Source: an optimization exercise on an open RTL-to-GDS flow (aim: small area). Production flows keep margins and buffers that such runs may drop.
Function was checked by simulation only, so behaviour that the tests miss may differ from the original. No driver is modelled on the clock port, so clocking that relies on it looks cheaper here than on a real chip.

## the baseline
==> flow/design.v <==
package tpu_pkg;
  localparam int TPU_N      = 8;
  localparam int TPU_DATA_W = 16;
  typedef enum logic {COLLECT, FULL} gather_state_t;
endpackage
module gather_lane
#(
  parameter int N      = tpu_pkg::TPU_N,
  parameter int DATA_W = tpu_pkg::TPU_DATA_W,
  parameter int CW     = $clog2(N + 1)
) (
  input  logic                     clk,
  input  logic                     reset,
  input  logic                     zero,       
  input  logic                     take,       
  input  logic [DATA_W-1:0]        data,
  output logic                     lane_full,  
  output logic                     overrun,
  output logic [N-1:0][DATA_W-1:0] elems
);
  logic [CW-1:0] cnt;
  logic          acc;
  assign acc       = take && !cnt[CW-1];
  assign overrun   = take && cnt[CW-1];
  assign lane_full = cnt[CW-1];
  always_ff @(posedge clk) begin
    if (reset || zero) cnt <= '0;
    else if (acc)      cnt <= cnt + CW'(1);
  end
  always_ff @(posedge clk) begin
    if (acc) elems <= {data, elems[N-1:1]};
  end
endmodule
module output_gather
#(
  parameter int N      = tpu_pkg::TPU_N,
  parameter int DATA_W = tpu_pkg::TPU_DATA_W
) (
  input  logic                  clk,
  input  logic                  reset,
  input  logic                  clear,
  input  logic [N-1:0]          lane_valid,
  input  logic [N*DATA_W-1:0]   lane_data,
  output logic                  in_ready,
  output logic                  mat_valid,
  input  logic                  mat_ready,
  output logic [N*N*DATA_W-1:0] c_mat,
  output logic                  err
);
  logic                             full;    
  logic                             zero;
  logic [N-1:0]                     take;
  logic [N-1:0]                     lane_full_now;
  logic [N-1:0]                     overrun;
  logic [N-1:0][N-1:0][DATA_W-1:0]  lane_elems;
  assign in_ready  = !full;
  assign mat_valid = full;
  assign zero      = clear || (full && mat_ready);
  assign take      = lane_valid & {N{!full && !clear}};
  gather_lane #(.N(N), .DATA_W(DATA_W)) u_lane [N-1:0] (
    .clk       (clk),
    .reset     (reset),
    .zero      (zero),
    .take      (take),
    .data      (lane_data),
    .lane_full (lane_full_now),
    .overrun   (overrun),
    .elems     (lane_elems)
  );
  for (genvar c = 0; c < N; c++) begin : g_col
    for (genvar r = 0; r < N; r++) begin : g_row
      assign c_mat[(r*N+c)*DATA_W +: DATA_W] = lane_elems[c][r];
    end
  end
  assign full = &lane_full_now;
  always_ff @(posedge clk) begin
    if (reset) err <= 1'b0;
    else if (!clear && ((|overrun) || ((|lane_valid) && full)))
      err <= 1'b1;
  end
endmodule
Settings: LEC_CHECK=0, CAP_MARGIN=10, CORE_AREA=10 10 410 410, DIE_AREA=0 0 420 420, SLEW_MARGIN=10; clock period 5.0 ns.
standard.sh (not shown) runs the stock make flow with config.mk's settings and CLKGATE_MAP_FILE= SYNTH_SCRIPT=/design/flow/synth_recipe.tcl, a recipe that flattens the netlist after the stock synthesis.
==> flow/flow/run.sh <==
#!/bin/bash
# Standard ORFS layout, with the smallest buffer on the ports and no CTS dummy loads.
set -euo pipefail
export BUFFER_PORTS_ARGS="-buffer_cell sky130_fd_sc_hd__buf_1"
export CTS_ARGS="-sink_clustering_enable -repair_clock_nets -dont_use_dummy_load -buf_list sky130_fd_sc_hd__clkbuf_16 -sink_clustering_size 30 -sink_clustering_max_diameter 130"
bash standard.sh > standard.log 2>&1
Input changes introduced in the candidate (baseline for comparison: the baseline):
diff --git a/flow/design.v b/flow/design.v
--- a/flow/design.v
+++ b/flow/design.v
@@ -26,10 +26,16 @@
   always_ff @(posedge clk) begin
     if (reset || zero) cnt <= '0;
     else if (acc)      cnt <= cnt + CW'(1);
   end
-  always_ff @(posedge clk) begin
-    if (acc) elems <= {data, elems[N-1:1]};
+  logic [1:0] en;
+  assign en[1] = acc;
+  assign en[0] = acc && cnt[2];
+  for (genvar r = 0; r < N; r++) begin : g_row
+    always_ff @(posedge clk) begin
+      if (en[r / 4])
+        elems[r] <= (r == N - 1) ? data : elems[(r + 1) % N];
+    end
   end
 endmodule
 module output_gather
 #(
Findings:
Comparing the baseline with the candidate, the starting DRC count in detailed routing came out essentially unchanged.
The run showing the smaller setup slack is the candidate.
First-pass GRT wire length | the candidate above the baseline
Re via count of the first global-routing pass: the candidate is 2.4% up on the baseline.
Per the comparison of the candidate with the baseline, share of cell area taken by multi-input logic gates roughly the same, number of stages on the worst setup path lower, number of filler instances in the final layout roughly the same, total wire length higher.

## separate check: timing with driven ports
The results above use ideal ports. As a check the final layouts listed here were re-extracted and re-timed, cells and wires unchanged. Step 1 sets driving cells, clkbuf_16 on the clock port and buf_2 on the other inputs (assumed; they add their load-dependent delay and slew). Step 2 times the ports against the registers' clock, not the clock port: input delays grow and output delays shrink by t, the midpoint of the rising clock arrivals with the driver on. Three values: no drivers, after step 1, after step 2; two values: the first two.
run	t, ns	setup WS [ns]	worst register clock-pin slew, ns
the baseline	0.696	2.082 / 1.999 / 1.654	0.12 / 0.12
the candidate	0.706	1.884 / 1.801 / 1.663	0.12 / 0.12
After both steps every run listed still meets setup and hold. For the baseline, which loses most, drivers alone change the setup slack by -0.083 ns; drivers and shift together by -0.428 ns.
